What follows belongs to an exercise in optimizing a design on an open flow for a short achievable clock period and few clock cycles per item; a production flow would make more cautious choices. Only simulation tests tie the RTL to the original design; equivalence was not proved. No driver is modelled on the clock port, so clocking that relies on it looks cheaper here than on a real chip. Power figures rest on the tool's default switching activity, not on a simulated workload.

==> module xbus_filter_cache, before the edit <==
module xbus_filter_cache #(
    parameter int NB = 2
) (
    input  logic              clk,
    input  logic              arst_n,
    input  logic [65:0]       in_pkt,
    input  logic [7:0]        pad_value,
    input  logic [NB-1:0]     release_bank,
    output logic [NB*9-1:0]   set_rdy,
    output logic [NB*144-1:0] data,
    output logic              prog_full
);
    localparam int NK = 9;
    localparam int NS = NB * NK;
    localparam int Q = 4;
    localparam logic [1:0] TAG_HEAD = 2'd1;
    logic [80:0]   h_word1h;
    logic [17:0]   h_lane;
    logic [8:0]    h_inimg;
    logic [8:0]    inimg;
    logic          head_q;
    logic          in_vld;
    logic          in_head;
    logic          inwin;
    logic [3:0]    nbody;
    logic          at7;
    logic          at8;
    logic          na_busy;
    logic [NB-1:0] na;
    logic [NB-1:0] cb;
    logic [NB-1:0] busy;
    logic [8:0]    pk1h [0:NK-1];
    logic [1:0]    lane_r [0:NK-1];
    logic [15:0]   lane_vec [0:NK-1];
    logic [NS-1:0] fill;
    logic [NS-1:0] clear;
    xbus_filter_cmd_gen xbus_filter_cmd_gen_inst (
        .win_x  (in_pkt[15:0]),
        .win_y  (in_pkt[31:16]),
        .word1h (h_word1h),
        .lane   (h_lane),
        .inimg (h_inimg)
    );
    assign in_vld = in_pkt[65:64] != 2'd0;
    assign in_head = !inwin && in_pkt[65:64] == TAG_HEAD;
    assign at7 = inwin && nbody == 4'd7;
    assign at8 = inwin && nbody == 4'd8;
    assign na_busy = |(busy & na);
    always_ff @(posedge clk or negedge arst_n) begin
        if (!arst_n) begin
            inwin <= 1'b0;
            nbody <= '0;
            na <= NB'(1);
            cb <= '0;
            head_q <= 1'b0;
            for (int k = 0; k < NK; k++) begin
                pk1h[k] <= '0;
            end
        end else begin
            if (!inwin) begin
                for (int k = 0; k < NK; k++) begin
                    pk1h[k] <= h_word1h[k*9 +: 9];
                end
            end else if (in_vld) begin
                for (int k = 0; k < NK; k++) begin
                    pk1h[k] <= pk1h[k] >> 1;
                end
            end
            head_q <= in_head;
            if (in_head) begin
                inwin <= 1'b1;
                nbody <= '0;
                na <= {na[NB-2:0], na[NB-1]};
                cb <= na;
            end else if (inwin && in_vld) begin
                nbody <= nbody + 4'd1;
                if (at8) inwin <= 1'b0;
            end
        end
    end
    always_ff @(posedge clk) begin
        prog_full <= na_busy && ((!inwin && !in_head) || at8 || (at7 && in_vld));
    end
    always_ff @(posedge clk) begin
        if (!inwin) begin
            for (int k = 0; k < NK; k++) begin
                lane_r[k] <= h_lane[k*2 +: 2];
            end
            inimg <= h_inimg;
        end
    end
    always_comb begin
        for (int k = 0; k < NK; k++) begin
            lane_vec[k] = {in_pkt[(Q + lane_r[k]) * 8 +: 8], in_pkt[lane_r[k] * 8 +: 8]};
        end
        for (int b = 0; b < NB; b++) begin
            for (int k = 0; k < NK; k++) begin
                fill[b*NK+k] = inwin ? (cb[b] && inimg[k] && pk1h[k][0])
                                     : (na[b] && !busy[b]);
                set_rdy[b*NK+k] = cb[b] && (inimg[k] ? (inwin && in_vld && pk1h[k][0])
                                                      : head_q);
            end
        end
    end
    always_ff @(posedge clk) begin
        for (int i = 0; i < NS; i++) begin
            if (fill[i]) begin
                data[i*16 +: 16] <= inwin ? lane_vec[i % NK] : {pad_value, pad_value};
            end
        end
    end
    always_ff @(posedge clk or negedge arst_n) begin
        if (!arst_n) begin
            busy <= '0;
        end else begin
            for (int b = 0; b < NB; b++) begin
                if (in_head && na[b]) begin
                    busy[b] <= 1'b1;
                end else if (release_bank[b]) begin
                    busy[b] <= 1'b0;
                end
            end
        end
    end
endmodule
==> module xbus_filter_exec, before the edit <==
module xbus_filter_exec #(
    parameter int NB = 2
) (
    input  logic              clk,
    input  logic              arst_n,
    input  logic [NB*9-1:0]   set_rdy,
    input  logic [NB*144-1:0] data,
    output logic [NB-1:0]     release_bank,
    output logic              vec_wr_en,
    output logic [15:0]       vec_din,
    input  logic              vec_full
);
    localparam int NK = 9;
    localparam int NS = NB * NK;
    logic [NS-1:0] rdy;
    logic [NS-1:0] sel;
    logic [NS-1:0] sel_next;
    logic [NS-1:0] rdy_next;
    logic [NS-1:0] go;
    logic          vf_q;
    logic          issue;
    logic [15:0]   rd_data;
    assign issue = |go && !vf_q;
    assign sel_next = issue ? {sel[NS-2:0], sel[NS-1]} : sel;
    assign rdy_next = set_rdy | (rdy & ~(go & {NS{!vf_q}}));
    always_comb begin
        for (int b = 0; b < NB; b++) begin
            release_bank[b] = issue && sel[b*NK+NK-1];
        end
        rd_data = '0;
        for (int i = 0; i < NS; i++) begin
            rd_data = rd_data | (data[i*16 +: 16] & {16{sel[i]}});
        end
    end
    always_ff @(posedge clk or negedge arst_n) begin
        if (!arst_n) begin
            sel <= NS'(1);
            rdy <= '0;
            go <= '0;
            vf_q <= 1'b1;
            vec_wr_en <= 1'b0;
        end else begin
            vf_q <= vec_full;
            sel <= sel_next;
            rdy <= rdy_next;
            go <= sel_next & rdy_next;
            vec_wr_en <= issue;
        end
    end
    always_ff @(posedge clk) begin
        vec_din <= rd_data;
    end
endmodule
==> flow/config.mk <==
export PLATFORM = sky130hd
export DESIGN_NAME = xbus_filter
export DESIGN_NICKNAME = xbus_filter
export VERILOG_FILES = /design/flow/design.v
export SDC_FILE = /design/flow/constraint.sdc
export NUM_CORES = 4
export LEC_CHECK = 0
export CAP_MARGIN = 20
export CORE_MARGIN = 2
export CORE_UTILIZATION = 55
export SETUP_SLACK_MARGIN = 2.8
export SLEW_MARGIN = 20
export TNS_END_PERCENT = 100
==> flow/constraint.sdc <==
create_clock -name core_clock -period 4.5 [get_ports {clk}]
set_input_delay 0.9000 -clock core_clock [delete_from_list [all_inputs] [get_ports {clk}]]
set_output_delay 0.9000 -clock core_clock [all_outputs]
set_load 0.01 [all_outputs]
standard.sh (not shown) runs the stock make flow with config.mk's settings and CLKGATE_MAP_FILE= SYNTH_SCRIPT=/design/flow/synth_recipe.tcl, a recipe that flattens the netlist after the stock synthesis.
==> flow/flow/run.sh <==
#!/bin/bash
# The standard layout, with three changes:
# - the port buffers are plain buffers (buf_4) rather than the delay buffers
#   ORFS picks by default,
# - the resizer may swap a cell for one of another footprint, so it can size
#   those port buffers,
# - clock tree synthesis clusters the flip-flops into groups of at most 20
#   within 60 um and balances buffer levels.
set -euo pipefail
bash standard.sh \
    "BUFFER_PORTS_ARGS=-buffer_cell sky130_fd_sc_hd__buf_4" \
    MATCH_CELL_FOOTPRINT=0 \
    "CTS_ARGS=-sink_clustering_enable -repair_clock_nets -sink_clustering_size 20 -sink_clustering_max_diameter 60 -balance_levels" \
    finish > standard.log 2>&1
Testbench counts at the start, summed over its fixed seeds: cycles 3,894, windows 384.
Edit:
--- a/flow/design.v
+++ b/flow/design.v
@@ -28,9 +28,9 @@
     logic          at7;
     logic          at8;
     logic          na_busy;
     logic [NB-1:0] na;
-    logic [NB-1:0] cb;
+    logic [NB-1:0] wbody;
     logic [NB-1:0] busy;
     logic [8:0]    pk1h [0:NK-1];
     logic [1:0]    lane_r [0:NK-1];
     logic [15:0]   lane_vec [0:NK-1];
@@ -52,9 +52,9 @@
         if (!arst_n) begin
             inwin <= 1'b0;
             nbody <= '0;
             na <= NB'(1);
-            cb <= '0;
+            wbody <= '0;
             head_q <= 1'b0;
             for (int k = 0; k < NK; k++) begin
                 pk1h[k] <= '0;
             end
@@ -72,12 +72,15 @@
             if (in_head) begin
                 inwin <= 1'b1;
                 nbody <= '0;
                 na <= {na[NB-2:0], na[NB-1]};
-                cb <= na;
+                wbody <= na;
             end else if (inwin && in_vld) begin
                 nbody <= nbody + 4'd1;
-                if (at8) inwin <= 1'b0;
+                if (at8) begin
+                    inwin <= 1'b0;
+                    wbody <= '0;
+                end
             end
         end
     end
     always_ff @(posedge clk) begin
@@ -96,19 +99,17 @@
             lane_vec[k] = {in_pkt[(Q + lane_r[k]) * 8 +: 8], in_pkt[lane_r[k] * 8 +: 8]};
         end
         for (int b = 0; b < NB; b++) begin
             for (int k = 0; k < NK; k++) begin
-                fill[b*NK+k] = inwin ? (cb[b] && inimg[k] && pk1h[k][0])
-                                     : (na[b] && !busy[b]);
-                set_rdy[b*NK+k] = cb[b] && (inimg[k] ? (inwin && in_vld && pk1h[k][0])
-                                                      : head_q);
+                fill[b*NK+k] = (wbody[b] && inimg[k] && pk1h[k][0]) || (na[b] && !busy[b]);
+                set_rdy[b*NK+k] = wbody[b] && (inimg[k] ? (in_vld && pk1h[k][0]) : head_q);
             end
         end
     end
     always_ff @(posedge clk) begin
         for (int i = 0; i < NS; i++) begin
             if (fill[i]) begin
-                data[i*16 +: 16] <= inwin ? lane_vec[i % NK] : {pad_value, pad_value};
+                data[i*16 +: 16] <= na[i / NK] ? {pad_value, pad_value} : lane_vec[i % NK];
             end
         end
     end
     always_ff @(posedge clk or negedge arst_n) begin
@@ -205,14 +206,13 @@
     logic [NS-1:0] sel;
     logic [NS-1:0] sel_next;
     logic [NS-1:0] rdy_next;
     logic [NS-1:0] go;
-    logic          vf_q;
     logic          issue;
     logic [15:0]   rd_data;
-    assign issue = |go && !vf_q;
+    assign issue = |go;
     assign sel_next = issue ? {sel[NS-2:0], sel[NS-1]} : sel;
-    assign rdy_next = set_rdy | (rdy & ~(go & {NS{!vf_q}}));
+    assign rdy_next = set_rdy | (rdy & ~go);
     always_comb begin
         for (int b = 0; b < NB; b++) begin
             release_bank[b] = issue && sel[b*NK+NK-1];
         end
@@ -225,15 +225,13 @@
         if (!arst_n) begin
             sel <= NS'(1);
             rdy <= '0;
             go <= '0;
-            vf_q <= 1'b1;
             vec_wr_en <= 1'b0;
         end else begin
-            vf_q <= vec_full;
             sel <= sel_next;
             rdy <= rdy_next;
-            go <= sel_next & rdy_next;
+            go <= sel_next & rdy_next & {NS{!vec_full}};
             vec_wr_en <= issue;
         end
     end
     always_ff @(posedge clk) begin
=> Clock power went up by about 6%. Final cell count went up by 14%. Register-to-register slack gets better by 0.03 ns. Global-route usage is higher by 0.67 points. Die area came out higher by 11%. Final area goes up by 4.7%. Total power shrinks by 12%. Sequential share of layout area shrinks by 2.2 points. Count of clock-buffer cells in the layout drops by 2. Sequential cell count is unchanged.
Testbench counts after the change, summed over its fixed seeds: cycles 3,894, windows 384.


Another version of the RTL of xbus_filter (not shown whole).
Size: ~2000 cells after synthesis, roughly 24000 um2 of cells after synthesis.
clock: 4.5 ns
lec_check: 0
cap_margin: 20
core_margin: 2
core_utilization: 55
setup_slack_margin: 3.0
slew_margin: 20
tns_end_percent: 100
==> flow/flow/run.sh <==
#!/bin/bash
# The standard layout, with four changes:
# - the port buffers are plain buffers (buf_4) rather than the delay buffers
#   ORFS picks by default,
# - the resizer may swap a cell for one of another footprint, so it can size
#   those port buffers,
# - clock tree synthesis clusters the flip-flops into groups of at most 20
#   within 60 um and balances buffer levels,
# - after clock tree synthesis, post_cts.tcl lets the clock port drive the
#   tree's four first-level buffers itself (no single root buffer).
set -euo pipefail
here=$(pwd)
bash standard.sh \
    "BUFFER_PORTS_ARGS=-buffer_cell sky130_fd_sc_hd__buf_4" \
    MATCH_CELL_FOOTPRINT=0 \
    "CTS_ARGS=-sink_clustering_enable -repair_clock_nets -sink_clustering_size 20 -sink_clustering_max_diameter 60 -balance_levels" \
    "POST_CTS_TCL=$here/flow/post_cts.tcl" \
    CLOCK_PORT_NAME=clk \
    finish > standard.log 2>&1
==> flow/flow/post_cts.tcl <==
# After clock tree synthesis: the clock port drives the tree's first level
# of buffers (four of them) itself, in place of the single root buffer CTS
# puts next to the port. The flip-flops still get the clock through two
# levels of buffers, balanced as CTS built them.
proc bypass_clock_root {port_name max_loads} {
  set block [ord::get_db_block]
  set bterm [$block findBTerm $port_name]
  set in_net [$bterm getNet]
  set loads [$in_net getITerms]
  if {[llength $loads] != 1} {
    puts "bypass_clock_root: port drives [llength $loads] pins, left as is"
    return
  }
  set root [[lindex $loads 0] getInst]
  set out_net ""
  foreach it [$root getITerms] {
    if {[$it isOutputSignal]} { set out_net [$it getNet] }
  }
  if {$out_net eq "" || $out_net eq "NULL"} {
    puts "bypass_clock_root: root has no output net, left as is"
    return
  }
  set sinks {}
  foreach it [$out_net getITerms] {
    if {[$it getInst] ne $root} { lappend sinks $it }
  }
  if {[llength $sinks] > $max_loads || [llength [$out_net getBTerms]] > 0} {
    puts "bypass_clock_root: root drives [llength $sinks] pins, left as is"
    return
  }
  puts "bypass_clock_root: removing [$root getName],\
    moving [llength $sinks] pins to [$in_net getName]"
  foreach it $sinks {
    $it disconnect
    $it connect $in_net
  }
  foreach it [$root getITerms] { catch { $it disconnect } }
  odb::dbInst_destroy $root
  odb::dbNet_destroy $out_net
}

bypass_clock_root $::env(CLOCK_PORT_NAME) 4
Testbench counts at the start, summed over its fixed seeds: cycles 3,908, windows 384.
Edit:
--- a/flow/design.v
+++ b/flow/design.v
@@ -16,22 +16,18 @@
     localparam int NS = NB * NK;
     localparam int Q = 4;
     localparam logic [1:0] TAG_HEAD = 2'd1;
     logic [80:0]   h_word1h;
     logic [17:0]   h_lane;
     logic [8:0]    h_inimg;
     logic [8:0]    inimg;
     logic          head_q;
     logic [65:0]   in_q;
-    logic          q_xhi0;
-    logic          q_xhi1;
-    logic          q_yhi0;
-    logic          q_yhi1;
     logic          in_vld;
     logic          in_head;
     logic          inwin;
     logic [3:0]    nbody;
     logic          at6;
     logic          at7;
     logic          at8;
     logic          p_vld;
     logic          p_head;
@@ -41,32 +37,24 @@
     logic [NB-1:0] busy;
     logic [8:0]    pk1h [0:NK-1];
     logic [1:0]    lane_r [0:NK-1];
     logic [15:0]   lane_vec [0:NK-1];
     logic [NS-1:0] fill;
     logic [NS-1:0] clear;
     xbus_filter_cmd_gen xbus_filter_cmd_gen_inst (
         .win_x  (in_q[15:0]),
         .win_y  (in_q[31:16]),
-        .x_hi0  (q_xhi0),
-        .x_hi1  (q_xhi1),
-        .y_hi0  (q_yhi0),
-        .y_hi1  (q_yhi1),
         .word1h (h_word1h),
         .lane   (h_lane),
         .inimg (h_inimg)
     );
     always_ff @(posedge clk) begin
         in_q <= in_pkt;
-        q_xhi0 <= in_pkt[15:3] == '0;
-        q_xhi1 <= &in_pkt[15:3];
-        q_yhi0 <= in_pkt[31:19] == '0;
-        q_yhi1 <= &in_pkt[31:19];
     end
     assign in_vld = in_q[65:64] != 2'd0;
     assign in_head = !inwin && in_q[65:64] == TAG_HEAD;
     assign p_vld = in_pkt[65:64] != 2'd0;
     assign p_head = in_pkt[65:64] == TAG_HEAD;
     assign at6 = inwin && nbody == 4'd6;
     assign at7 = inwin && nbody == 4'd7;
     assign at8 = inwin && nbody == 4'd8;
     assign na_busy = |(busy & na);
@@ -151,46 +139,40 @@
         end
     end
 endmodule
 `default_nettype wire
 `timescale 1ns/10ps
 `default_nettype none
 module xbus_filter_cmd_gen (
     input  logic [15:0] win_x,
     input  logic [15:0] win_y,
-    input  logic        x_hi0,
-    input  logic        x_hi1,
-    input  logic        y_hi0,
-    input  logic        y_hi1,
     output logic [8:0]  inimg,
     output logic [80:0] word1h,
     output logic [17:0] lane
 );
     localparam int IMG_H = 6;
     localparam int IMG_W = 6;
     localparam int PAD_U = 1;
     localparam int PAD_L = 1;
     logic [2:0] row_ok;
     logic [2:0] col_ok;
     logic [IMG_H-1:0] row1h [0:2];
     logic [IMG_W-1:0] col1h [0:2];
     always_comb begin
         for (int i = 0; i < 3; i++) begin
             row_ok[i] = 1'b0;
             col_ok[i] = 1'b0;
             for (int r = 0; r < IMG_H; r++) begin
-                row_ok[i] = row_ok[i] || (((r + PAD_U - i) < 0 ? y_hi1 : y_hi0)
-                    && win_y[2:0] == 3'(r + PAD_U - i));
+                row_ok[i] = row_ok[i] || win_y == 16'(r + PAD_U - i);
                 row1h[i][r] = win_y[2:0] == 3'(r + PAD_U - i);
             end
             for (int c = 0; c < IMG_W; c++) begin
-                col_ok[i] = col_ok[i] || (((c + PAD_L - i) < 0 ? x_hi1 : x_hi0)
-                    && win_x[2:0] == 3'(c + PAD_L - i));
+                col_ok[i] = col_ok[i] || win_x == 16'(c + PAD_L - i);
                 col1h[i][c] = win_x[2:0] == 3'(c + PAD_L - i);
             end
         end
         for (int kh = 0; kh < 3; kh++) begin
             for (int kw = 0; kw < 3; kw++) begin
                 logic       row0;
                 logic [1:0] col2;
                 row0 = (kh == 1) ? win_y[0] : !win_y[0];
                 case (kw)
@@ -235,23 +217,23 @@
     localparam int NS = NB * NK;
     logic [NS-1:0] rdy;
     logic [NS-1:0] sel;
     logic [NS-1:0] sel_next;
     logic [NS-1:0] rdy_next;
     logic [NS-1:0] go;
     logic          issue;
     logic [15:0]   rd_data;
     assign issue = |go;
-    assign sel_next = {go[NS-2:0], go[NS-1]} | (sel & ~go);
+    assign sel_next = issue ? {sel[NS-2:0], sel[NS-1]} : sel;
     assign rdy_next = set_rdy | (rdy & ~go);
     always_comb begin
         for (int b = 0; b < NB; b++) begin
-            release_bank[b] = go[b*NK+NK-1];
+            release_bank[b] = issue && sel[b*NK+NK-1];
         end
         rd_data = '0;
         for (int i = 0; i < NS; i++) begin
             rd_data = rd_data | (data[i*16 +: 16] & {16{sel[i]}});
         end
     end
     always_ff @(posedge clk or negedge arst_n) begin
         if (!arst_n) begin
             sel <= NS'(1);
Via count is higher by 3.1%.
Cell area went up by 1.9%.
First-iteration DRC count falls by 6.7%.
Clock-buffer cell count rises by 4.
Fmax went down by 6.4%.
Core utilization rises by 0.77 points.
Combinational power fell by about 6%.
Power drops by 1.5%.
Global-route usage increases by 0.85 points.
Routed wire length climbs by 2.5%.
Testbench counts after the change, summed over its fixed seeds: cycles 3,908, windows 384.

-- separate check: timing with driven ports --
In the flow no input, the clock included, has a driving cell. The finished layouts below were timed again as built, in two steps. Step 1 sets driving cells, clkbuf_16 on the clock port and buf_2 on the other inputs (assumed; they add their load-dependent delay and slew). Step 2 moves the port delays by t, midway between the first and last clock arrival at a register: inputs arrive t later, outputs are due t later. That takes back most of the time a late clock gives input paths. a / b / c = ideal / step 1 / step 2; a / b = the first two.
run | t, ns | slack for setup (ns) | latest minus earliest clock arrival (ns) | pins driven straight from the clock port
the first run of note 1 | 0.613 | 2.564 / 2.510 / 2.095 | 0.029 / 0.030 | 1
the second run of note 1 | 0.632 | 2.528 / 2.469 / 1.899 | 0.031 / 0.032 | 1
the first run of note 2 | 0.522 | 2.581 / 2.581 / 2.498 | 0.032 / 0.032 | 4
the second run of note 2 | 0.514 | 2.451 / 2.451 / 2.451 | 0.031 / 0.031 | 4
After both steps setup and hold are still met in every run listed. For the second run of note 1, which loses most, drivers alone change the setup slack by -0.059 ns; drivers and shift together by -0.629 ns.
